Source: an optimization exercise on an open RTL-to-GDS flow (aim: small area, a short achievable clock period and few clock cycles per item). Production flows keep margins and buffers that such runs may drop. No run shown here included a check of the RTL's function; only the layout flow was run.

## flow/design.v (module list and top-level ports; edited modules follow where they fit)
// module mac_fa: 10 lines
// module mac_ha: 9 lines
// module mac_accumulator: 2424 lines
module mac_accumulator #(
  parameter int WIDTH     = 25,
  parameter int ACC_WIDTH = 64
) (
  input  logic                 clk,
  input  logic                 rst,
  input  logic                 in_valid,
  output logic                 in_ready,
  input  logic [WIDTH-1:0]     in_a,
  input  logic [WIDTH-1:0]     in_x,
  input  logic                 in_last,
  output logic                 out_valid,
  input  logic                 out_ready,
  output logic [ACC_WIDTH-1:0] out_sum,
  output logic [15:0]          out_count,
  output logic                 out_ovf
);
  // ...
==> flow/flow/run.sh <==
#!/bin/bash
# The standard layout (standard.sh) with two changes: repair_timing aims for
# 8.2 ns of setup slack on the 12 ns clock (so the achieved period shrinks), and the
# port buffers that buffer_ports inserts use sky130_fd_sc_hd__buf_2.
set -euo pipefail
EXTRA='SETUP_SLACK_MARGIN=8.2 "BUFFER_PORTS_ARGS=-buffer_cell sky130_fd_sc_hd__buf_2"'
sed "s|^make -C |make $EXTRA -C |" standard.sh > standard_tuned.sh
bash standard_tuned.sh > flow_make.log 2>&1
==> flow/standard.sh <==
#!/bin/bash
# synth_recipe.tcl (not shown) runs the flow's synth.tcl, then flattens the netlist and writes it again
# the make line also repeats each setting of config.mk as NAME=value (left out here)
make -C /OpenROAD-flow-scripts/flow DESIGN_CONFIG=/design/flow/config.mk WORK_HOME=/design/flow/orfs CLKGATE_MAP_FILE= SYNTH_SCRIPT=/design/flow/synth_recipe.tcl "${@:-finish}"
==> flow/config.mk <==
export PLATFORM = sky130hd
export DESIGN_NAME = mac_accumulator
export DESIGN_NICKNAME = mac_accumulator
export VERILOG_FILES = /design/flow/design.v
export SDC_FILE = /design/flow/constraint.sdc
export NUM_CORES = 4
export LEC_CHECK = 0
export CAP_MARGIN = 20
export CORE_MARGIN = 2
export CORE_UTILIZATION = 40
export SLEW_MARGIN = 20
export SYNTH_HIERARCHICAL = 1
export SYNTH_MINIMUM_KEEP_SIZE = 0
==> flow/constraint.sdc <==
create_clock -name core_clock -period 12.0 [get_ports {clk}]
set_input_delay 2.4000 -clock core_clock [delete_from_list [all_inputs] [get_ports {clk}]]
set_output_delay 2.4000 -clock core_clock [all_outputs]
set_load 0.01 [all_outputs]
==> out/metrics.yaml, run 1 <==
outcome: "complete, no violations"
largest-register: "acc"
via_count: 18130
multi_input_area_share_pct: 55.46
grt_overflow: 0
number_of_standard_cells_in_the_layout_taps_in_and_fillers_out: 3138
timing.hold.worst_path_depth: 0
worst_setup_hold_path_clk_slew_ns: 0.06
clock_buffers: 42
ys_dominant_reg_cell: "edfxtp_1"
num_io_pins: 138
critical_path.top_delay_family: "compound AO/OA/AOI/OAI gates"
grt_setup_unrepaired: "yes"
drt_pass1_iterations: 6
vias_per_cell: 5.778
grtUsageTotal_pct: 22.16
cts-buffers-inserted: 37
worst-path-stages: 14
largest_register_ff_count: 64
ctsResizeCount: 71
yosys.area_share.xor_xnor_pct: 12.07
die_width_um: 260.6
synth_top_family_by_area: "adder cells"
reg2reg_depth: 14
die-height_um: 260.6
gp_congestion: 0.8662
post_synth_inst_count: 2159
routedLengthMet1_um: 31660
layout.cell_area.non_filler_um2: 30540
required_time_of_the_critical_path_ns: 12.32
yosysTopAreaCell: "edfxtp_1"
initial_antenna_violation_count: 2
grt_first_pass_wirelength_um: 115500
coreArea_um2: 65510
synth_compound_gate_area_share_pct: 12.26
average_wire_per_standard_cell_um: 23.92
cp_slowest_stage_delay_ns: 0.53
period_share_pct: 34.07
==> run 2: changes to the inputs <==
--- a/flow/design.v
+++ b/flow/design.v
@@ -12,16 +12,35 @@
   input  logic a,
   input  logic b,
   output logic s,
   output logic co
 );
   assign s  = a ^ b;
   assign co = a & b;
 endmodule
+module mac_pgb (
+  input  logic gh,
+  input  logic ph,
+  input  logic gl,
+  input  logic pl,
+  output logic g,
+  output logic p
+);
+  assign g = gh | (ph & gl);
+  assign p = ph & pl;
+endmodule
+module mac_pgg (
+  input  logic gh,
+  input  logic ph,
+  input  logic gl,
+  output logic g
+);
+  assign g = gh | (ph & gl);
+endmodule
 module mac_accumulator #(
   parameter int WIDTH     = 25,
   parameter int ACC_WIDTH = 64
 ) (
   input  logic                 clk,
   input  logic                 rst,
   input  logic                 in_valid,
   output logic                 in_ready,
@@ -2067,320 +2086,169 @@
   logic pp_1178;
   logic pg1179;
   logic pp_1180;
   logic pg1181;
   logic pp_1182;
   logic pg1183;
   logic pp_1184;
   logic pg1185;
-  logic pp_1186;
+  logic pg1186;
   logic pg1187;
-  logic pp_1188;
+  logic pg1188;
   logic pg1189;
-  logic pp_1190;
+  logic pg1190;
   logic pg1191;
-  logic pp_1192;
+  logic pg1192;
   logic pg1193;
-  logic pp_1194;
+  logic pg1194;
   logic pg1195;
-  logic pp_1196;
+  logic pg1196;
   logic pg1197;
-  logic pp_1198;
+  logic pg1198;
   logic pg1199;
-  logic pp_1200;
+  logic pg1200;
   logic pg1201;
-  logic pp_1202;
-  logic pg1203;
-  logic pp_1204;
-  logic pg1205;
-  logic pp_1206;
-  logic pg1207;
-  logic pp_1208;
-  logic pg1209;
-  logic pp_1210;
-  logic pg1211;
-  logic pp_1212;
-  logic pg1213;
-  logic pp_1214;
-  logic pg1215;
-  logic pp_1216;
-  logic pg1217;
-  logic pp_1218;
-  logic pg1219;
-  logic pp_1220;
+  logic pg1202;
   logic [49:0] pa_g, pa_p;
   assign pa_g = cs_s & {cs_c[49:1], 1'b0};
   assign pa_p = cs_s ^ {cs_c[49:1], 1'b0};
-  assign pg955 = pa_g[1] | (pa_p[1] & pa_g[0]);
-  assign pp_956 = pa_p[1] & pa_p[0];
-  assign pg957 = pa_g[3] | (pa_p[3] & pa_g[2]);
-  assign pp_958 = pa_p[3] & pa_p[2];
-  assign pg959 = pa_g[5] | (pa_p[5] & pa_g[4]);
-  assign pp_960 = pa_p[5] & pa_p[4];
-  assign pg961 = pa_g[7] | (pa_p[7] & pa_g[6]);
-  assign pp_962 = pa_p[7] & pa_p[6];
-  assign pg963 = pa_g[9] | (pa_p[9] & pa_g[8]);
-  assign pp_964 = pa_p[9] & pa_p[8];
-  assign pg965 = pa_g[11] | (pa_p[11] & pa_g[10]);
-  assign pp_966 = pa_p[11] & pa_p[10];
-  assign pg967 = pa_g[13] | (pa_p[13] & pa_g[12]);
-  assign pp_968 = pa_p[13] & pa_p[12];
-  assign pg969 = pa_g[15] | (pa_p[15] & pa_g[14]);
-  assign pp_970 = pa_p[15] & pa_p[14];
-  assign pg971 = pa_g[17] | (pa_p[17] & pa_g[16]);
-  assign pp_972 = pa_p[17] & pa_p[16];
-  assign pg973 = pa_g[19] | (pa_p[19] & pa_g[18]);
-  assign pp_974 = pa_p[19] & pa_p[18];
-  assign pg975 = pa_g[21] | (pa_p[21] & pa_g[20]);
-  assign pp_976 = pa_p[21] & pa_p[20];
-  assign pg977 = pa_g[23] | (pa_p[23] & pa_g[22]);
-  assign pp_978 = pa_p[23] & pa_p[22];
-  assign pg979 = pa_g[25] | (pa_p[25] & pa_g[24]);
-  assign pp_980 = pa_p[25] & pa_p[24];
-  assign pg981 = pa_g[27] | (pa_p[27] & pa_g[26]);
-  assign pp_982 = pa_p[27] & pa_p[26];
-  assign pg983 = pa_g[29] | (pa_p[29] & pa_g[28]);
-  assign pp_984 = pa_p[29] & pa_p[28];
-  assign pg985 = pa_g[31] | (pa_p[31] & pa_g[30]);
-  assign pp_986 = pa_p[31] & pa_p[30];
-  assign pg987 = pa_g[33] | (pa_p[33] & pa_g[32]);
-  assign pp_988 = pa_p[33] & pa_p[32];
-  assign pg989 = pa_g[35] | (pa_p[35] & pa_g[34]);
-  assign pp_990 = pa_p[35] & pa_p[34];
-  assign pg991 = pa_g[37] | (pa_p[37] & pa_g[36]);
-  assign pp_992 = pa_p[37] & pa_p[36];
-  assign pg993 = pa_g[39] | (pa_p[39] & pa_g[38]);
-  assign pp_994 = pa_p[39] & pa_p[38];
-  assign pg995 = pa_g[41] | (pa_p[41] & pa_g[40]);
-  assign pp_996 = pa_p[41] & pa_p[40];
-  assign pg997 = pa_g[43] | (pa_p[43] & pa_g[42]);
-  assign pp_998 = pa_p[43] & pa_p[42];
-  assign pg999 = pa_g[45] | (pa_p[45] & pa_g[44]);
-  assign pp_1000 = pa_p[45] & pa_p[44];
-  assign pg1001 = pa_g[47] | (pa_p[47] & pa_g[46]);
-  assign pp_1002 = pa_p[47] & pa_p[46];
-  assign pg1003 = pa_g[49] | (pa_p[49] & pa_g[48]);
-  assign pp_1004 = pa_p[49] & pa_p[48];
-  assign pg1005 = pa_g[2] | (pa_p[2] & pg955);
-  assign pp_1006 = pa_p[2] & pp_956;
-  assign pg1007 = pg957 | (pp_958 & pg955);
-  assign pp_1008 = pp_958 & pp_956;
-  assign pg1009 = pa_g[6] | (pa_p[6] & pg959);
-  assign pp_1010 = pa_p[6] & pp_960;
-  assign pg1011 = pg961 | (pp_962 & pg959);
-  assign pp_1012 = pp_962 & pp_960;
-  assign pg1013 = pa_g[10] | (pa_p[10] & pg963);
-  assign pp_1014 = pa_p[10] & pp_964;
-  assign pg1015 = pg965 | (pp_966 & pg963);
-  assign pp_1016 = pp_966 & pp_964;
-  assign pg1017 = pa_g[14] | (pa_p[14] & pg967);
-  assign pp_1018 = pa_p[14] & pp_968;
-  assign pg1019 = pg969 | (pp_970 & pg967);
-  assign pp_1020 = pp_970 & pp_968;
-  assign pg1021 = pa_g[18] | (pa_p[18] & pg971);
-  assign pp_1022 = pa_p[18] & pp_972;
-  assign pg1023 = pg973 | (pp_974 & pg971);
-  assign pp_1024 = pp_974 & pp_972;
-  assign pg1025 = pa_g[22] | (pa_p[22] & pg975);
-  assign pp_1026 = pa_p[22] & pp_976;
-  assign pg1027 = pg977 | (pp_978 & pg975);
-  assign pp_1028 = pp_978 & pp_976;
-  assign pg1029 = pa_g[26] | (pa_p[26] & pg979);
-  assign pp_1030 = pa_p[26] & pp_980;
-  assign pg1031 = pg981 | (pp_982 & pg979);
-  assign pp_1032 = pp_982 & pp_980;
-  assign pg1033 = pa_g[30] | (pa_p[30] & pg983);
-  assign pp_1034 = pa_p[30] & pp_984;
-  assign pg1035 = pg985 | (pp_986 & pg983);
-  assign pp_1036 = pp_986 & pp_984;
-  assign pg1037 = pa_g[34] | (pa_p[34] & pg987);
-  assign pp_1038 = pa_p[34] & pp_988;
-  assign pg1039 = pg989 | (pp_990 & pg987);
-  assign pp_1040 = pp_990 & pp_988;
-  assign pg1041 = pa_g[38] | (pa_p[38] & pg991);
-  assign pp_1042 = pa_p[38] & pp_992;
-  assign pg1043 = pg993 | (pp_994 & pg991);
-  assign pp_1044 = pp_994 & pp_992;
-  assign pg1045 = pa_g[42] | (pa_p[42] & pg995);
-  assign pp_1046 = pa_p[42] & pp_996;
-  assign pg1047 = pg997 | (pp_998 & pg995);
-  assign pp_1048 = pp_998 & pp_996;
-  assign pg1049 = pa_g[46] | (pa_p[46] & pg999);
-  assign pp_1050 = pa_p[46] & pp_1000;
-  assign pg1051 = pg1001 | (pp_1002 & pg999);
-  assign pp_1052 = pp_1002 & pp_1000;
-  assign pg1053 = pa_g[4] | (pa_p[4] & pg1007);
-  assign pp_1054 = pa_p[4] & pp_1008;
-  assign pg1055 = pg959 | (pp_960 & pg1007);
-  assign pp_1056 = pp_960 & pp_1008;
-  assign pg1057 = pg1009 | (pp_1010 & pg1007);
-  assign pp_1058 = pp_1010 & pp_1008;
-  assign pg1059 = pg1011 | (pp_1012 & pg1007);
-  assign pp_1060 = pp_1012 & pp_1008;
-  assign pg1061 = pa_g[12] | (pa_p[12] & pg1015);
-  assign pp_1062 = pa_p[12] & pp_1016;
-  assign pg1063 = pg967 | (pp_968 & pg1015);
-  assign pp_1064 = pp_968 & pp_1016;
-  assign pg1065 = pg1017 | (pp_1018 & pg1015);
-  assign pp_1066 = pp_1018 & pp_1016;
-  assign pg1067 = pg1019 | (pp_1020 & pg1015);
-  assign pp_1068 = pp_1020 & pp_1016;
-  assign pg1069 = pa_g[20] | (pa_p[20] & pg1023);
-  assign pp_1070 = pa_p[20] & pp_1024;
-  assign pg1071 = pg975 | (pp_976 & pg1023);
-  assign pp_1072 = pp_976 & pp_1024;
-  assign pg1073 = pg1025 | (pp_1026 & pg1023);
-  assign pp_1074 = pp_1026 & pp_1024;
-  assign pg1075 = pg1027 | (pp_1028 & pg1023);
-  assign pp_1076 = pp_1028 & pp_1024;
-  assign pg1077 = pa_g[28] | (pa_p[28] & pg1031);
-  assign pp_1078 = pa_p[28] & pp_1032;
-  assign pg1079 = pg983 | (pp_984 & pg1031);
-  assign pp_1080 = pp_984 & pp_1032;
-  assign pg1081 = pg1033 | (pp_1034 & pg1031);
-  assign pp_1082 = pp_1034 & pp_1032;
-  assign pg1083 = pg1035 | (pp_1036 & pg1031);
-  assign pp_1084 = pp_1036 & pp_1032;
-  assign pg1085 = pa_g[36] | (pa_p[36] & pg1039);
-  assign pp_1086 = pa_p[36] & pp_1040;
-  assign pg1087 = pg991 | (pp_992 & pg1039);
-  assign pp_1088 = pp_992 & pp_1040;
-  assign pg1089 = pg1041 | (pp_1042 & pg1039);
-  assign pp_1090 = pp_1042 & pp_1040;
-  assign pg1091 = pg1043 | (pp_1044 & pg1039);
-  assign pp_1092 = pp_1044 & pp_1040;
-  assign pg1093 = pa_g[44] | (pa_p[44] & pg1047);
-  assign pp_1094 = pa_p[44] & pp_1048;
-  assign pg1095 = pg999 | (pp_1000 & pg1047);
-  assign pp_1096 = pp_1000 & pp_1048;
-  assign pg1097 = pg1049 | (pp_1050 & pg1047);
-  assign pp_1098 = pp_1050 & pp_1048;
-  assign pg1099 = pg1051 | (pp_1052 & pg1047);
-  assign pp_1100 = pp_1052 & pp_1048;
-  assign pg1101 = pa_g[8] | (pa_p[8] & pg1059);
-  assign pp_1102 = pa_p[8] & pp_1060;
-  assign pg1103 = pg963 | (pp_964 & pg1059);
-  assign pp_1104 = pp_964 & pp_1060;
-  assign pg1105 = pg1013 | (pp_1014 & pg1059);
-  assign pp_1106 = pp_1014 & pp_1060;
-  assign pg1107 = pg1015 | (pp_1016 & pg1059);
-  assign pp_1108 = pp_1016 & pp_1060;
-  assign pg1109 = pg1061 | (pp_1062 & pg1059);
-  assign pp_1110 = pp_1062 & pp_1060;
-  assign pg1111 = pg1063 | (pp_1064 & pg1059);
-  assign pp_1112 = pp_1064 & pp_1060;
-  assign pg1113 = pg1065 | (pp_1066 & pg1059);
-  assign pp_1114 = pp_1066 & pp_1060;
-  assign pg1115 = pg1067 | (pp_1068 & pg1059);
-  assign pp_1116 = pp_1068 & pp_1060;
-  assign pg1117 = pa_g[24] | (pa_p[24] & pg1075);
-  assign pp_1118 = pa_p[24] & pp_1076;
-  assign pg1119 = pg979 | (pp_980 & pg1075);
-  assign pp_1120 = pp_980 & pp_1076;
-  assign pg1121 = pg1029 | (pp_1030 & pg1075);
-  assign pp_1122 = pp_1030 & pp_1076;
-  assign pg1123 = pg1031 | (pp_1032 & pg1075);
-  assign pp_1124 = pp_1032 & pp_1076;
-  assign pg1125 = pg1077 | (pp_1078 & pg1075);
-  assign pp_1126 = pp_1078 & pp_1076;
-  assign pg1127 = pg1079 | (pp_1080 & pg1075);
-  assign pp_1128 = pp_1080 & pp_1076;
-  assign pg1129 = pg1081 | (pp_1082 & pg1075);
-  assign pp_1130 = pp_1082 & pp_1076;
-  assign pg1131 = pg1083 | (pp_1084 & pg1075);
-  assign pp_1132 = pp_1084 & pp_1076;
-  assign pg1133 = pa_g[40] | (pa_p[40] & pg1091);
-  assign pp_1134 = pa_p[40] & pp_1092;
-  assign pg1135 = pg995 | (pp_996 & pg1091);
-  assign pp_1136 = pp_996 & pp_1092;
-  assign pg1137 = pg1045 | (pp_1046 & pg1091);
-  assign pp_1138 = pp_1046 & pp_1092;
-  assign pg1139 = pg1047 | (pp_1048 & pg1091);
-  assign pp_1140 = pp_1048 & pp_1092;
-  assign pg1141 = pg1093 | (pp_1094 & pg1091);
-  assign pp_1142 = pp_1094 & pp_1092;
-  assign pg1143 = pg1095 | (pp_1096 & pg1091);
-  assign pp_1144 = pp_1096 & pp_1092;
-  assign pg1145 = pg1097 | (pp_1098 & pg1091);
-  assign pp_1146 = pp_1098 & pp_1092;
-  assign pg1147 = pg1099 | (pp_1100 & pg1091);
-  assign pp_1148 = pp_1100 & pp_1092;
-  assign pg1149 = pa_g[16] | (pa_p[16] & pg1115);
-  assign pp_1150 = pa_p[16] & pp_1116;
-  assign pg1151 = pg971 | (pp_972 & pg1115);
-  assign pp_1152 = pp_972 & pp_1116;
-  assign pg1153 = pg1021 | (pp_1022 & pg1115);
-  assign pp_1154 = pp_1022 & pp_1116;
-  assign pg1155 = pg1023 | (pp_1024 & pg1115);
-  assign pp_1156 = pp_1024 & pp_1116;
-  assign pg1157 = pg1069 | (pp_1070 & pg1115);
-  assign pp_1158 = pp_1070 & pp_1116;
-  assign pg1159 = pg1071 | (pp_1072 & pg1115);
-  assign pp_1160 = pp_1072 & pp_1116;
-  assign pg1161 = pg1073 | (pp_1074 & pg1115);
-  assign pp_1162 = pp_1074 & pp_1116;
-  assign pg1163 = pg1075 | (pp_1076 & pg1115);
-  assign pp_1164 = pp_1076 & pp_1116;
-  assign pg1165 = pg1117 | (pp_1118 & pg1115);
-  assign pp_1166 = pp_1118 & pp_1116;
-  assign pg1167 = pg1119 | (pp_1120 & pg1115);
-  assign pp_1168 = pp_1120 & pp_1116;
-  assign pg1169 = pg1121 | (pp_1122 & pg1115);
-  assign pp_1170 = pp_1122 & pp_1116;
-  assign pg1171 = pg1123 | (pp_1124 & pg1115);
-  assign pp_1172 = pp_1124 & pp_1116;
-  assign pg1173 = pg1125 | (pp_1126 & pg1115);
-  assign pp_1174 = pp_1126 & pp_1116;
-  assign pg1175 = pg1127 | (pp_1128 & pg1115);
-  assign pp_1176 = pp_1128 & pp_1116;
-  assign pg1177 = pg1129 | (pp_1130 & pg1115);
-  assign pp_1178 = pp_1130 & pp_1116;
-  assign pg1179 = pg1131 | (pp_1132 & pg1115);
-  assign pp_1180 = pp_1132 & pp_1116;
-  assign pg1181 = pa_g[48] | (pa_p[48] & pg1147);
-  assign pp_1182 = pa_p[48] & pp_1148;
-  assign pg1183 = pg1003 | (pp_1004 & pg1147);
-  assign pp_1184 = pp_1004 & pp_1148;
-  assign pg1185 = pa_g[32] | (pa_p[32] & pg1179);
-  assign pp_1186 = pa_p[32] & pp_1180;
-  assign pg1187 = pg987 | (pp_988 & pg1179);
-  assign pp_1188 = pp_988 & pp_1180;
-  assign pg1189 = pg1037 | (pp_1038 & pg1179);
-  assign pp_1190 = pp_1038 & pp_1180;
-  assign pg1191 = pg1039 | (pp_1040 & pg1179);
-  assign pp_1192 = pp_1040 & pp_1180;
-  assign pg1193 = pg1085 | (pp_1086 & pg1179);
-  assign pp_1194 = pp_1086 & pp_1180;
-  assign pg1195 = pg1087 | (pp_1088 & pg1179);
-  assign pp_1196 = pp_1088 & pp_1180;
-  assign pg1197 = pg1089 | (pp_1090 & pg1179);
-  assign pp_1198 = pp_1090 & pp_1180;
-  assign pg1199 = pg1091 | (pp_1092 & pg1179);
-  assign pp_1200 = pp_1092 & pp_1180;
-  assign pg1201 = pg1133 | (pp_1134 & pg1179);
-  assign pp_1202 = pp_1134 & pp_1180;
-  assign pg1203 = pg1135 | (pp_1136 & pg1179);
-  assign pp_1204 = pp_1136 & pp_1180;
-  assign pg1205 = pg1137 | (pp_1138 & pg1179);
-  assign pp_1206 = pp_1138 & pp_1180;
-  assign pg1207 = pg1139 | (pp_1140 & pg1179);
-  assign pp_1208 = pp_1140 & pp_1180;
-  assign pg1209 = pg1141 | (pp_1142 & pg1179);
-  assign pp_1210 = pp_1142 & pp_1180;
-  assign pg1211 = pg1143 | (pp_1144 & pg1179);
-  assign pp_1212 = pp_1144 & pp_1180;
-  assign pg1213 = pg1145 | (pp_1146 & pg1179);
-  assign pp_1214 = pp_1146 & pp_1180;
-  assign pg1215 = pg1147 | (pp_1148 & pg1179);
-  assign pp_1216 = pp_1148 & pp_1180;
-  assign pg1217 = pg1181 | (pp_1182 & pg1179);
-  assign pp_1218 = pp_1182 & pp_1180;
-  assign pg1219 = pg1183 | (pp_1184 & pg1179);
-  assign pp_1220 = pp_1184 & pp_1180;
+  mac_pgb u_pg955 (.gh(pa_g[1]), .ph(pa_p[1]), .gl(pa_g[0]), .pl(pa_p[0]), .g(pg955), .p(pp_956));
+  mac_pgb u_pg957 (.gh(pa_g[3]), .ph(pa_p[3]), .gl(pa_g[2]), .pl(pa_p[2]), .g(pg957), .p(pp_958));
+  mac_pgb u_pg959 (.gh(pa_g[5]), .ph(pa_p[5]), .gl(pa_g[4]), .pl(pa_p[4]), .g(pg959), .p(pp_960));
+  mac_pgb u_pg961 (.gh(pa_g[7]), .ph(pa_p[7]), .gl(pa_g[6]), .pl(pa_p[6]), .g(pg961), .p(pp_962));
+  mac_pgb u_pg963 (.gh(pa_g[9]), .ph(pa_p[9]), .gl(pa_g[8]), .pl(pa_p[8]), .g(pg963), .p(pp_964));
+  mac_pgb u_pg965 (.gh(pa_g[11]), .ph(pa_p[11]), .gl(pa_g[10]), .pl(pa_p[10]), .g(pg965), .p(pp_966));
+  mac_pgb u_pg967 (.gh(pa_g[13]), .ph(pa_p[13]), .gl(pa_g[12]), .pl(pa_p[12]), .g(pg967), .p(pp_968));
+  mac_pgb u_pg969 (.gh(pa_g[15]), .ph(pa_p[15]), .gl(pa_g[14]), .pl(pa_p[14]), .g(pg969), .p(pp_970));
+  mac_pgb u_pg971 (.gh(pa_g[17]), .ph(pa_p[17]), .gl(pa_g[16]), .pl(pa_p[16]), .g(pg971), .p(pp_972));
+  mac_pgb u_pg973 (.gh(pa_g[19]), .ph(pa_p[19]), .gl(pa_g[18]), .pl(pa_p[18]), .g(pg973), .p(pp_974));
+  mac_pgb u_pg975 (.gh(pa_g[21]), .ph(pa_p[21]), .gl(pa_g[20]), .pl(pa_p[20]), .g(pg975), .p(pp_976));
+  mac_pgb u_pg977 (.gh(pa_g[23]), .ph(pa_p[23]), .gl(pa_g[22]), .pl(pa_p[22]), .g(pg977), .p(pp_978));
+  mac_pgb u_pg979 (.gh(pa_g[25]), .ph(pa_p[25]), .gl(pa_g[24]), .pl(pa_p[24]), .g(pg979), .p(pp_980));
+  mac_pgb u_pg981 (.gh(pa_g[27]), .ph(pa_p[27]), .gl(pa_g[26]), .pl(pa_p[26]), .g(pg981), .p(pp_982));
+  mac_pgb u_pg983 (.gh(pa_g[29]), .ph(pa_p[29]), .gl(pa_g[28]), .pl(pa_p[28]), .g(pg983), .p(pp_984));
+  mac_pgb u_pg985 (.gh(pa_g[31]), .ph(pa_p[31]), .gl(pa_g[30]), .pl(pa_p[30]), .g(pg985), .p(pp_986));
+  mac_pgb u_pg987 (.gh(pa_g[33]), .ph(pa_p[33]), .gl(pa_g[32]), .pl(pa_p[32]), .g(pg987), .p(pp_988));
+  mac_pgb u_pg989 (.gh(pa_g[35]), .ph(pa_p[35]), .gl(pa_g[34]), .pl(pa_p[34]), .g(pg989), .p(pp_990));
+  mac_pgb u_pg991 (.gh(pa_g[37]), .ph(pa_p[37]), .gl(pa_g[36]), .pl(pa_p[36]), .g(pg991), .p(pp_992));
+  mac_pgb u_pg993 (.gh(pa_g[39]), .ph(pa_p[39]), .gl(pa_g[38]), .pl(pa_p[38]), .g(pg993), .p(pp_994));
+  mac_pgb u_pg995 (.gh(pa_g[41]), .ph(pa_p[41]), .gl(pa_g[40]), .pl(pa_p[40]), .g(pg995), .p(pp_996));
+  mac_pgb u_pg997 (.gh(pa_g[43]), .ph(pa_p[43]), .gl(pa_g[42]), .pl(pa_p[42]), .g(pg997), .p(pp_998));
+  mac_pgb u_pg999 (.gh(pa_g[45]), .ph(pa_p[45]), .gl(pa_g[44]), .pl(pa_p[44]), .g(pg999), .p(pp_1000));
+  mac_pgb u_pg1001 (.gh(pa_g[47]), .ph(pa_p[47]), .gl(pa_g[46]), .pl(pa_p[46]), .g(pg1001), .p(pp_1002));
+  mac_pgb u_pg1003 (.gh(pa_g[49]), .ph(pa_p[49]), .gl(pa_g[48]), .pl(pa_p[48]), .g(pg1003), .p(pp_1004));
+  mac_pgb u_pg1005 (.gh(pa_g[2]), .ph(pa_p[2]), .gl(pg955), .pl(pp_956), .g(pg1005), .p(pp_1006));
+  mac_pgb u_pg1007 (.gh(pg957), .ph(pp_958), .gl(pg955), .pl(pp_956), .g(pg1007), .p(pp_1008));
+  mac_pgb u_pg1009 (.gh(pa_g[6]), .ph(pa_p[6]), .gl(pg959), .pl(pp_960), .g(pg1009), .p(pp_1010));
+  mac_pgb u_pg1011 (.gh(pg961), .ph(pp_962), .gl(pg959), .pl(pp_960), .g(pg1011), .p(pp_1012));
+  mac_pgb u_pg1013 (.gh(pa_g[10]), .ph(pa_p[10]), .gl(pg963), .pl(pp_964), .g(pg1013), .p(pp_1014));
+  mac_pgb u_pg1015 (.gh(pg965), .ph(pp_966), .gl(pg963), .pl(pp_964), .g(pg1015), .p(pp_1016));
+  mac_pgb u_pg1017 (.gh(pa_g[14]), .ph(pa_p[14]), .gl(pg967), .pl(pp_968), .g(pg1017), .p(pp_1018));
+  mac_pgb u_pg1019 (.gh(pg969), .ph(pp_970), .gl(pg967), .pl(pp_968), .g(pg1019), .p(pp_1020));
+  mac_pgb u_pg1021 (.gh(pa_g[18]), .ph(pa_p[18]), .gl(pg971), .pl(pp_972), .g(pg1021), .p(pp_1022));
+  mac_pgb u_pg1023 (.gh(pg973), .ph(pp_974), .gl(pg971), .pl(pp_972), .g(pg1023), .p(pp_1024));
+  mac_pgb u_pg1025 (.gh(pa_g[22]), .ph(pa_p[22]), .gl(pg975), .pl(pp_976), .g(pg1025), .p(pp_1026));
+  mac_pgb u_pg1027 (.gh(pg977), .ph(pp_978), .gl(pg975), .pl(pp_976), .g(pg1027), .p(pp_1028));
+  mac_pgb u_pg1029 (.gh(pa_g[26]), .ph(pa_p[26]), .gl(pg979), .pl(pp_980), .g(pg1029), .p(pp_1030));
+  mac_pgb u_pg1031 (.gh(pg981), .ph(pp_982), .gl(pg979), .pl(pp_980), .g(pg1031), .p(pp_1032));
+  mac_pgb u_pg1033 (.gh(pa_g[30]), .ph(pa_p[30]), .gl(pg983), .pl(pp_984), .g(pg1033), .p(pp_1034));
+  mac_pgb u_pg1035 (.gh(pg985), .ph(pp_986), .gl(pg983), .pl(pp_984), .g(pg1035), .p(pp_1036));
+  mac_pgb u_pg1037 (.gh(pa_g[34]), .ph(pa_p[34]), .gl(pg987), .pl(pp_988), .g(pg1037), .p(pp_1038));
+  mac_pgb u_pg1039 (.gh(pg989), .ph(pp_990), .gl(pg987), .pl(pp_988), .g(pg1039), .p(pp_1040));
+  mac_pgb u_pg1041 (.gh(pa_g[38]), .ph(pa_p[38]), .gl(pg991), .pl(pp_992), .g(pg1041), .p(pp_1042));
+  mac_pgb u_pg1043 (.gh(pg993), .ph(pp_994), .gl(pg991), .pl(pp_992), .g(pg1043), .p(pp_1044));
+  mac_pgb u_pg1045 (.gh(pa_g[42]), .ph(pa_p[42]), .gl(pg995), .pl(pp_996), .g(pg1045), .p(pp_1046));
+  mac_pgb u_pg1047 (.gh(pg997), .ph(pp_998), .gl(pg995), .pl(pp_996), .g(pg1047), .p(pp_1048));
+  mac_pgb u_pg1049 (.gh(pa_g[46]), .ph(pa_p[46]), .gl(pg999), .pl(pp_1000), .g(pg1049), .p(pp_1050));
+  mac_pgb u_pg1051 (.gh(pg1001), .ph(pp_1002), .gl(pg999), .pl(pp_1000), .g(pg1051), .p(pp_1052));
+  mac_pgb u_pg1053 (.gh(pa_g[4]), .ph(pa_p[4]), .gl(pg1007), .pl(pp_1008), .g(pg1053), .p(pp_1054));
+  mac_pgb u_pg1055 (.gh(pg959), .ph(pp_960), .gl(pg1007), .pl(pp_1008), .g(pg1055), .p(pp_1056));
+  mac_pgb u_pg1057 (.gh(pg1009), .ph(pp_1010), .gl(pg1007), .pl(pp_1008), .g(pg1057), .p(pp_1058));
+  mac_pgb u_pg1059 (.gh(pg1011), .ph(pp_1012), .gl(pg1007), .pl(pp_1008), .g(pg1059), .p(pp_1060));
+  mac_pgb u_pg1061 (.gh(pa_g[12]), .ph(pa_p[12]), .gl(pg1015), .pl(pp_1016), .g(pg1061), .p(pp_1062));
+  mac_pgb u_pg1063 (.gh(pg967), .ph(pp_968), .gl(pg1015), .pl(pp_1016), .g(pg1063), .p(pp_1064));
+  mac_pgb u_pg1065 (.gh(pg1017), .ph(pp_1018), .gl(pg1015), .pl(pp_1016), .g(pg1065), .p(pp_1066));
+  mac_pgb u_pg1067 (.gh(pg1019), .ph(pp_1020), .gl(pg1015), .pl(pp_1016), .g(pg1067), .p(pp_1068));
+  mac_pgb u_pg1069 (.gh(pa_g[20]), .ph(pa_p[20]), .gl(pg1023), .pl(pp_1024), .g(pg1069), .p(pp_1070));
+  mac_pgb u_pg1071 (.gh(pg975), .ph(pp_976), .gl(pg1023), .pl(pp_1024), .g(pg1071), .p(pp_1072));
+  mac_pgb u_pg1073 (.gh(pg1025), .ph(pp_1026), .gl(pg1023), .pl(pp_1024), .g(pg1073), .p(pp_1074));
+  mac_pgb u_pg1075 (.gh(pg1027), .ph(pp_1028), .gl(pg1023), .pl(pp_1024), .g(pg1075), .p(pp_1076));
+  mac_pgb u_pg1077 (.gh(pa_g[28]), .ph(pa_p[28]), .gl(pg1031), .pl(pp_1032), .g(pg1077), .p(pp_1078));
+  mac_pgb u_pg1079 (.gh(pg983), .ph(pp_984), .gl(pg1031), .pl(pp_1032), .g(pg1079), .p(pp_1080));
+  mac_pgb u_pg1081 (.gh(pg1033), .ph(pp_1034), .gl(pg1031), .pl(pp_1032), .g(pg1081), .p(pp_1082));
+  mac_pgb u_pg1083 (.gh(pg1035), .ph(pp_1036), .gl(pg1031), .pl(pp_1032), .g(pg1083), .p(pp_1084));
+  mac_pgb u_pg1085 (.gh(pa_g[36]), .ph(pa_p[36]), .gl(pg1039), .pl(pp_1040), .g(pg1085), .p(pp_1086));
+  mac_pgb u_pg1087 (.gh(pg991), .ph(pp_992), .gl(pg1039), .pl(pp_1040), .g(pg1087), .p(pp_1088));
+  mac_pgb u_pg1089 (.gh(pg1041), .ph(pp_1042), .gl(pg1039), .pl(pp_1040), .g(pg1089), .p(pp_1090));
+  mac_pgb u_pg1091 (.gh(pg1043), .ph(pp_1044), .gl(pg1039), .pl(pp_1040), .g(pg1091), .p(pp_1092));
+  mac_pgb u_pg1093 (.gh(pa_g[44]), .ph(pa_p[44]), .gl(pg1047), .pl(pp_1048), .g(pg1093), .p(pp_1094));
+  mac_pgb u_pg1095 (.gh(pg999), .ph(pp_1000), .gl(pg1047), .pl(pp_1048), .g(pg1095), .p(pp_1096));
+  mac_pgb u_pg1097 (.gh(pg1049), .ph(pp_1050), .gl(pg1047), .pl(pp_1048), .g(pg1097), .p(pp_1098));
+  mac_pgb u_pg1099 (.gh(pg1051), .ph(pp_1052), .gl(pg1047), .pl(pp_1048), .g(pg1099), .p(pp_1100));
+  mac_pgb u_pg1101 (.gh(pa_g[8]), .ph(pa_p[8]), .gl(pg1059), .pl(pp_1060), .g(pg1101), .p(pp_1102));
+  mac_pgb u_pg1103 (.gh(pg963), .ph(pp_964), .gl(pg1059), .pl(pp_1060), .g(pg1103), .p(pp_1104));
+  mac_pgb u_pg1105 (.gh(pg1013), .ph(pp_1014), .gl(pg1059), .pl(pp_1060), .g(pg1105), .p(pp_1106));
+  mac_pgb u_pg1107 (.gh(pg1015), .ph(pp_1016), .gl(pg1059), .pl(pp_1060), .g(pg1107), .p(pp_1108));
+  mac_pgb u_pg1109 (.gh(pg1061), .ph(pp_1062), .gl(pg1059), .pl(pp_1060), .g(pg1109), .p(pp_1110));
+  mac_pgb u_pg1111 (.gh(pg1063), .ph(pp_1064), .gl(pg1059), .pl(pp_1060), .g(pg1111), .p(pp_1112));
+  mac_pgb u_pg1113 (.gh(pg1065), .ph(pp_1066), .gl(pg1059), .pl(pp_1060), .g(pg1113), .p(pp_1114));
+  mac_pgb u_pg1115 (.gh(pg1067), .ph(pp_1068), .gl(pg1059), .pl(pp_1060), .g(pg1115), .p(pp_1116));
+  mac_pgb u_pg1117 (.gh(pa_g[24]), .ph(pa_p[24]), .gl(pg1075), .pl(pp_1076), .g(pg1117), .p(pp_1118));
+  mac_pgb u_pg1119 (.gh(pg979), .ph(pp_980), .gl(pg1075), .pl(pp_1076), .g(pg1119), .p(pp_1120));
+  mac_pgb u_pg1121 (.gh(pg1029), .ph(pp_1030), .gl(pg1075), .pl(pp_1076), .g(pg1121), .p(pp_1122));
+  mac_pgb u_pg1123 (.gh(pg1031), .ph(pp_1032), .gl(pg1075), .pl(pp_1076), .g(pg1123), .p(pp_1124));
+  mac_pgb u_pg1125 (.gh(pg1077), .ph(pp_1078), .gl(pg1075), .pl(pp_1076), .g(pg1125), .p(pp_1126));
+  mac_pgb u_pg1127 (.gh(pg1079), .ph(pp_1080), .gl(pg1075), .pl(pp_1076), .g(pg1127), .p(pp_1128));
+  mac_pgb u_pg1129 (.gh(pg1081), .ph(pp_1082), .gl(pg1075), .pl(pp_1076), .g(pg1129), .p(pp_1130));
+  mac_pgb u_pg1131 (.gh(pg1083), .ph(pp_1084), .gl(pg1075), .pl(pp_1076), .g(pg1131), .p(pp_1132));
+  mac_pgb u_pg1133 (.gh(pa_g[40]), .ph(pa_p[40]), .gl(pg1091), .pl(pp_1092), .g(pg1133), .p(pp_1134));
+  mac_pgb u_pg1135 (.gh(pg995), .ph(pp_996), .gl(pg1091), .pl(pp_1092), .g(pg1135), .p(pp_1136));
+  mac_pgb u_pg1137 (.gh(pg1045), .ph(pp_1046), .gl(pg1091), .pl(pp_1092), .g(pg1137), .p(pp_1138));
+  mac_pgb u_pg1139 (.gh(pg1047), .ph(pp_1048), .gl(pg1091), .pl(pp_1092), .g(pg1139), .p(pp_1140));
+  mac_pgb u_pg1141 (.gh(pg1093), .ph(pp_1094), .gl(pg1091), .pl(pp_1092), .g(pg1141), .p(pp_1142));
+  mac_pgb u_pg1143 (.gh(pg1095), .ph(pp_1096), .gl(pg1091), .pl(pp_1092), .g(pg1143), .p(pp_1144));
+  mac_pgb u_pg1145 (.gh(pg1097), .ph(pp_1098), .gl(pg1091), .pl(pp_1092), .g(pg1145), .p(pp_1146));
+  mac_pgb u_pg1147 (.gh(pg1099), .ph(pp_1100), .gl(pg1091), .pl(pp_1092), .g(pg1147), .p(pp_1148));
+  mac_pgb u_pg1149 (.gh(pa_g[16]), .ph(pa_p[16]), .gl(pg1115), .pl(pp_1116), .g(pg1149), .p(pp_1150));
+  mac_pgb u_pg1151 (.gh(pg971), .ph(pp_972), .gl(pg1115), .pl(pp_1116), .g(pg1151), .p(pp_1152));
+  mac_pgb u_pg1153 (.gh(pg1021), .ph(pp_1022), .gl(pg1115), .pl(pp_1116), .g(pg1153), .p(pp_1154));
+  mac_pgb u_pg1155 (.gh(pg1023), .ph(pp_1024), .gl(pg1115), .pl(pp_1116), .g(pg1155), .p(pp_1156));
+  mac_pgb u_pg1157 (.gh(pg1069), .ph(pp_1070), .gl(pg1115), .pl(pp_1116), .g(pg1157), .p(pp_1158));
+  mac_pgb u_pg1159 (.gh(pg1071), .ph(pp_1072), .gl(pg1115), .pl(pp_1116), .g(pg1159), .p(pp_1160));
+  mac_pgb u_pg1161 (.gh(pg1073), .ph(pp_1074), .gl(pg1115), .pl(pp_1116), .g(pg1161), .p(pp_1162));
+  mac_pgb u_pg1163 (.gh(pg1075), .ph(pp_1076), .gl(pg1115), .pl(pp_1116), .g(pg1163), .p(pp_1164));
+  mac_pgb u_pg1165 (.gh(pg1117), .ph(pp_1118), .gl(pg1115), .pl(pp_1116), .g(pg1165), .p(pp_1166));
+  mac_pgb u_pg1167 (.gh(pg1119), .ph(pp_1120), .gl(pg1115), .pl(pp_1116), .g(pg1167), .p(pp_1168));
+  mac_pgb u_pg1169 (.gh(pg1121), .ph(pp_1122), .gl(pg1115), .pl(pp_1116), .g(pg1169), .p(pp_1170));
+  mac_pgb u_pg1171 (.gh(pg1123), .ph(pp_1124), .gl(pg1115), .pl(pp_1116), .g(pg1171), .p(pp_1172));
+  mac_pgb u_pg1173 (.gh(pg1125), .ph(pp_1126), .gl(pg1115), .pl(pp_1116), .g(pg1173), .p(pp_1174));
+  mac_pgb u_pg1175 (.gh(pg1127), .ph(pp_1128), .gl(pg1115), .pl(pp_1116), .g(pg1175), .p(pp_1176));
+  mac_pgb u_pg1177 (.gh(pg1129), .ph(pp_1130), .gl(pg1115), .pl(pp_1116), .g(pg1177), .p(pp_1178));
+  mac_pgb u_pg1179 (.gh(pg1131), .ph(pp_1132), .gl(pg1115), .pl(pp_1116), .g(pg1179), .p(pp_1180));
+  mac_pgb u_pg1181 (.gh(pa_g[48]), .ph(pa_p[48]), .gl(pg1147), .pl(pp_1148), .g(pg1181), .p(pp_1182));
+  mac_pgb u_pg1183 (.gh(pg1003), .ph(pp_1004), .gl(pg1147), .pl(pp_1148), .g(pg1183), .p(pp_1184));
+  mac_pgg u_pg1185 (.gh(pa_g[32]), .ph(pa_p[32]), .gl(pg1179), .g(pg1185));
+  mac_pgg u_pg1186 (.gh(pg987), .ph(pp_988), .gl(pg1179), .g(pg1186));
+  mac_pgg u_pg1187 (.gh(pg1037), .ph(pp_1038), .gl(pg1179), .g(pg1187));
+  mac_pgg u_pg1188 (.gh(pg1039), .ph(pp_1040), .gl(pg1179), .g(pg1188));
+  mac_pgg u_pg1189 (.gh(pg1085), .ph(pp_1086), .gl(pg1179), .g(pg1189));
+  mac_pgg u_pg1190 (.gh(pg1087), .ph(pp_1088), .gl(pg1179), .g(pg1190));
+  mac_pgg u_pg1191 (.gh(pg1089), .ph(pp_1090), .gl(pg1179), .g(pg1191));
+  mac_pgg u_pg1192 (.gh(pg1091), .ph(pp_1092), .gl(pg1179), .g(pg1192));
+  mac_pgg u_pg1193 (.gh(pg1133), .ph(pp_1134), .gl(pg1179), .g(pg1193));
+  mac_pgg u_pg1194 (.gh(pg1135), .ph(pp_1136), .gl(pg1179), .g(pg1194));
+  mac_pgg u_pg1195 (.gh(pg1137), .ph(pp_1138), .gl(pg1179), .g(pg1195));
+  mac_pgg u_pg1196 (.gh(pg1139), .ph(pp_1140), .gl(pg1179), .g(pg1196));
+  mac_pgg u_pg1197 (.gh(pg1141), .ph(pp_1142), .gl(pg1179), .g(pg1197));
+  mac_pgg u_pg1198 (.gh(pg1143), .ph(pp_1144), .gl(pg1179), .g(pg1198));
+  mac_pgg u_pg1199 (.gh(pg1145), .ph(pp_1146), .gl(pg1179), .g(pg1199));
+  mac_pgg u_pg1200 (.gh(pg1147), .ph(pp_1148), .gl(pg1179), .g(pg1200));
+  mac_pgg u_pg1201 (.gh(pg1181), .ph(pp_1182), .gl(pg1179), .g(pg1201));
+  mac_pgg u_pg1202 (.gh(pg1183), .ph(pp_1184), .gl(pg1179), .g(pg1202));
   assign lo_sum[0] = pa_p[0];
   assign lo_sum[1] = pa_p[1] ^ pa_g[0];
   assign lo_sum[2] = pa_p[2] ^ pg955;
   assign lo_sum[3] = pa_p[3] ^ pg1005;
   assign lo_sum[4] = pa_p[4] ^ pg1007;
   assign lo_sum[5] = pa_p[5] ^ pg1053;
   assign lo_sum[6] = pa_p[6] ^ pg1055;
   assign lo_sum[7] = pa_p[7] ^ pg1057;
@@ -2405,33 +2273,33 @@
   assign lo_sum[26] = pa_p[26] ^ pg1167;
   assign lo_sum[27] = pa_p[27] ^ pg1169;
   assign lo_sum[28] = pa_p[28] ^ pg1171;
   assign lo_sum[29] = pa_p[29] ^ pg1173;
   assign lo_sum[30] = pa_p[30] ^ pg1175;
   assign lo_sum[31] = pa_p[31] ^ pg1177;
   assign lo_sum[32] = pa_p[32] ^ pg1179;
   assign lo_sum[33] = pa_p[33] ^ pg1185;
-  assign lo_sum[34] = pa_p[34] ^ pg1187;
-  assign lo_sum[35] = pa_p[35] ^ pg1189;
-  assign lo_sum[36] = pa_p[36] ^ pg1191;
-  assign lo_sum[37] = pa_p[37] ^ pg1193;
-  assign lo_sum[38] = pa_p[38] ^ pg1195;
-  assign lo_sum[39] = pa_p[39] ^ pg1197;
-  assign lo_sum[40] = pa_p[40] ^ pg1199;
-  assign lo_sum[41] = pa_p[41] ^ pg1201;
-  assign lo_sum[42] = pa_p[42] ^ pg1203;
-  assign lo_sum[43] = pa_p[43] ^ pg1205;
-  assign lo_sum[44] = pa_p[44] ^ pg1207;
-  assign lo_sum[45] = pa_p[45] ^ pg1209;
-  assign lo_sum[46] = pa_p[46] ^ pg1211;
-  assign lo_sum[47] = pa_p[47] ^ pg1213;
-  assign lo_sum[48] = pa_p[48] ^ pg1215;
-  assign lo_sum[49] = pa_p[49] ^ pg1217;
-  assign lo_sum[50] = pg1219;
+  assign lo_sum[34] = pa_p[34] ^ pg1186;
+  assign lo_sum[35] = pa_p[35] ^ pg1187;
+  assign lo_sum[36] = pa_p[36] ^ pg1188;
+  assign lo_sum[37] = pa_p[37] ^ pg1189;
+  assign lo_sum[38] = pa_p[38] ^ pg1190;
+  assign lo_sum[39] = pa_p[39] ^ pg1191;
+  assign lo_sum[40] = pa_p[40] ^ pg1192;
+  assign lo_sum[41] = pa_p[41] ^ pg1193;
+  assign lo_sum[42] = pa_p[42] ^ pg1194;
+  assign lo_sum[43] = pa_p[43] ^ pg1195;
+  assign lo_sum[44] = pa_p[44] ^ pg1196;
+  assign lo_sum[45] = pa_p[45] ^ pg1197;
+  assign lo_sum[46] = pa_p[46] ^ pg1198;
+  assign lo_sum[47] = pa_p[47] ^ pg1199;
+  assign lo_sum[48] = pa_p[48] ^ pg1200;
+  assign lo_sum[49] = pa_p[49] ^ pg1201;
+  assign lo_sum[50] = pg1202;
   assign inc  = (cs_c[50] & lo_sum[50]) | (cs_c[50] & s1_d) | (lo_sum[50] & s1_d);
   always_ff @(posedge clk) begin
     if (adv && v1) begin
       acc[49:0]  <= lo_sum[49:0];
       acc[63:50] <= inc ? hi_p1 : g_hi;
       ovf        <= (ovf & cont) | (inc & (&g_hi));
       cnt        <= cont ? ((&cnt) ? cnt : cnt + 16'd1) : 16'd1;
     end
==> flow/flow/run.sh (replaced) <==
#!/bin/bash
# The standard layout (standard.sh) with two changes: repair_timing aims for
# 8.0 ns of setup slack on the 12 ns clock (so the achieved period shrinks), and the
# port buffers that buffer_ports inserts use sky130_fd_sc_hd__buf_2.
set -euo pipefail
EXTRA='SETUP_SLACK_MARGIN=8.0 "BUFFER_PORTS_ARGS=-buffer_cell sky130_fd_sc_hd__buf_2"'
sed "s|^make -C |make $EXTRA -C |" standard.sh > standard_tuned.sh
bash standard_tuned.sh > flow_make.log 2>&1
==> run 2 against run 1 <==
Against the previous run: still clean on timing, DRC and antenna; final area decreased by 1.3%; non-clock buffer count decreased by 19; count of clock-buffer cells in the layout unchanged; sequential share of layout area increased by 0.40 points; area after synthesis increased by 1.6%; critical endpoint unchanged; largest cell class unchanged; highest routed layer unchanged.
==> out/metrics.yaml, run 2 <==
via_count: 18050  # -0.47%
cts.sink_count: 303
die_width_um: 262.7  # +0.78%
wirelength_um: 72710
grtUsageTotal_pct: 20.75  # -1.4 points
grt_setup_unrepaired: "yes"
largest_regs: "acc (64), s1_ps (50), s1_pc (49)"
port-buffer-count: 137
period_share_pct: 33.62  # -0.44 points
cap_viol_max_count: 0
final_cell_mix: "320 x xnor2_1, 318 x fa_1, 297 x edfxtp_1, 288 x a22oi_1, 152 x and2_1"
initial_antenna_violation_count: 3  # +1
hpwlAfterDp_um: 45560
wl_met3_um: 6461
outcome: "complete, no violations"
timing.critical_path.slowest_stage_cell: "fa_1"
fillCellCount: 5925
worst_setup_path_end_kind: "flip-flop"
longest_clk_path_bufs: 3
vias_per_cell: 5.760  # -0.32%
required_time_of_the_critical_path_ns: 12.30  # -0.02 ns
largest_register_ff_count: 64  # unchanged
cts-buffers-inserted: 39  # +5.4%
layout_min_cycle_time_ns: 4.035
post_synth_inst_count: 2170  # +0.51%
timing.critical_path.fanout_max: 44
grt_start_max_net_pins: 74
num_io_pins: 138  # unchanged
die-height_um: 262.7  # +0.78%
root_buffer: "clkbuf_16"
drt_drc_violations_left: 0
slew_headroom_pct: 21.70
crit-reg2reg-capture: "acc[54]"
final_util_pct: 45.67
worst_setup_hold_path_clk_slew_ns: 0.06  # about the same
largest-register: "acc"
reg2reg_depth: 14  # unchanged
area_growth_syn_to_layout_pct: 12.57
setup_total_negative_slack_ns: 0
final-hold-violation-count: 0
number_of_standard_cells_in_the_layout_taps_in_and_fillers_out: 3133  # -0.16%
placement_rows: 94
crit_arrival_ns: 4.34
gp_congestion: 0.8514  # -1.7%
coreArea_um2: 65980  # +0.72%
start_kind: "flip-flop"
fmax_mhz: 247.8
start_util_pct: 40.57
worst_hold_startpoint: "l0"
insertion_delay_ns: 0.57
postRouteAntennaNets: 0
worst_slew_pin_slew_ns: 1.175
grt_first_pass_wirelength_um: 112600  # -2.5%
dpl.cell_count: 3036
grt_overflow: 0  # unchanged
fp.dieArea_um2: 69010
worst_hold_path.endpoint: "l1"
tritoncts: "done"
syn_area_per_cell_um2: 12.34
critical_path_class: "flip-flop to flip-flop"
worstPathCellList: "buf_16 > and2_1 > fa_1 > ha_4 > and2_1 > a21o_1 > a21o_4 > a21o_4 > a21o_4 > a21o_1 > maj3_4 > and4_1 > xor2_1 > and2_1"
hold_class: "flip-flop to flip-flop"
r2r-start: "cont"
via_count_of_the_first_global_routing_pass: 19670
dr.max_layer_used: "met5"
setup_viol: 0
routedLengthMet1_um: 30220  # -4.5%
reg2reg_setup_slack_ns: 7.97
synth_warnings: 7
leading_cell_type_in_the_layout_fill_and_taps_excluded: "xnor2_1"
fin_worst_skew_ns: 0.02354
ctsHtreeMaxLevel: 2
dr_wl_met2_um: 33880
nNetsFinal: 2718
critPathBufInv: 1
cp_slowest_stage_delay_ns: 0.52  # about the same
timing.hold.worst_path_depth: 0  # unchanged
first_iter_violations: 1968
drt_pass1_iterations: 6  # unchanged
critical_path.top_delay_family: "compound AO/OA/AOI/OAI gates"
average_wire_per_standard_cell_um: 23.21  # -3.0%
synth.cell_area_um2: 26770
post_route_cells_drive_above_1_share_pct: 15.12
maxSlewViolCount: 0
run 2: cell count changes in the layout (fill, tap and decap cells not counted), sizes merged, moves of 15 or more:
| cell | before | now |
|---|---|---|
| inv | 76 | 51 |
| nor2 | 59 | 20 |
| o21ai | 30 | 15 |
| buf | 247 | 231 |
| xor2 | 24 | 60 |
| xnor2 | 339 | 320 |
| a21oi | 37 | 2 |
| and2 | 58 | 155 |
| a21o | 9 | 134 |
| nand2 | 77 | 58 |
run 2: final cells by class:
cell class	instances	area, um^2	area share, %
clock buffer	42	1030	3.417
timing repair buffer	231	1514	5.024
antenna	1	2.502	0.008304
tap	864	1081	3.587
multi-input combinational	1615	16960	56.29
sequential	303	9072	30.11
clock inverter	25	271.5	0.9010
inverter	52	198.9	0.6602
run 2: how the worst max path moves through the flow:
stage          slack, ns  depth (start not counted)       to  startpoint
2_1_floorplan       7.59                          4   acc[0]   out_ready
3_3_place_gp        7.38                         14  acc[54]        cont
3_5_place_dp        7.31                         14  acc[54]        cont
4_1_cts             7.97                         14  acc[54]        cont
5_1_grt             7.87                         15  acc[60]        cont
6_report            7.97                         14  acc[54]        cont
run 2: layer usage:
layer	vias up	track usage (%)
met1	9133	27.95
met4	4	7.207
li1	7756	-
met3	182	4.535
met5	-	0
met2	971	33.12
run 2: what timing repair did:
item	in CTS	in global routing
cloned	1	0
pin swaps	10	1
buffers inserted	13	15
hold buffers	0	0
setup endpoints to repair	48	27
resized for setup	18	11
run 2: per-stage QoR:
stage / area (um^2) / hold WS, ns / setup slack [ns]
after floorplan: 26890 / 0.4003 / 7.590
after global placement: 28310 / 0.4196 / 7.385
after detailed placement: 28310 / 0.4224 / 7.306
after CTS: 29870 / 0.4200 / 7.974
after global routing: 30130 / 0.4590 / 7.870
final: 30130 / 0.4205 / 7.965

-- static timing again, ports no longer ideal --
How much do the figures lean on ideal ports? The routed layouts below were timed once more, with nothing changed but the port constraints.
Step 1 (the two cells are an assumption about what drives the block):
set clk [get_ports {clk}]
set_driving_cell -lib_cell sky130_fd_sc_hd__clkbuf_16 $clk
set_driving_cell -lib_cell sky130_fd_sc_hd__buf_2 [delete_from_list [all_inputs] $clk]
Step 2 adds t to the input delays and takes it off the output delays; t is the mean of the earliest and latest rising clock arrival at the registers after step 1. Input paths then give back, and output paths get back, about the clock's delay inside the block.
Three values: ideal, step 1, step 2; two values: the first two.
run	shift t [ns]	setup slack, ns	worst setup path after step 2	worst slew at a driven data input, ns	pins driven straight from the clock port
run 1	0.609	7.912 / 7.912 / 7.769	input to register	0.03	1
run 2	0.611	7.965 / 7.965 / 7.706	input to register	0.05	1
After both steps every run listed still meets setup and hold. The setup slack of run 2, which loses most, moves by 0.000 ns with the drivers and by -0.259 ns with both steps.
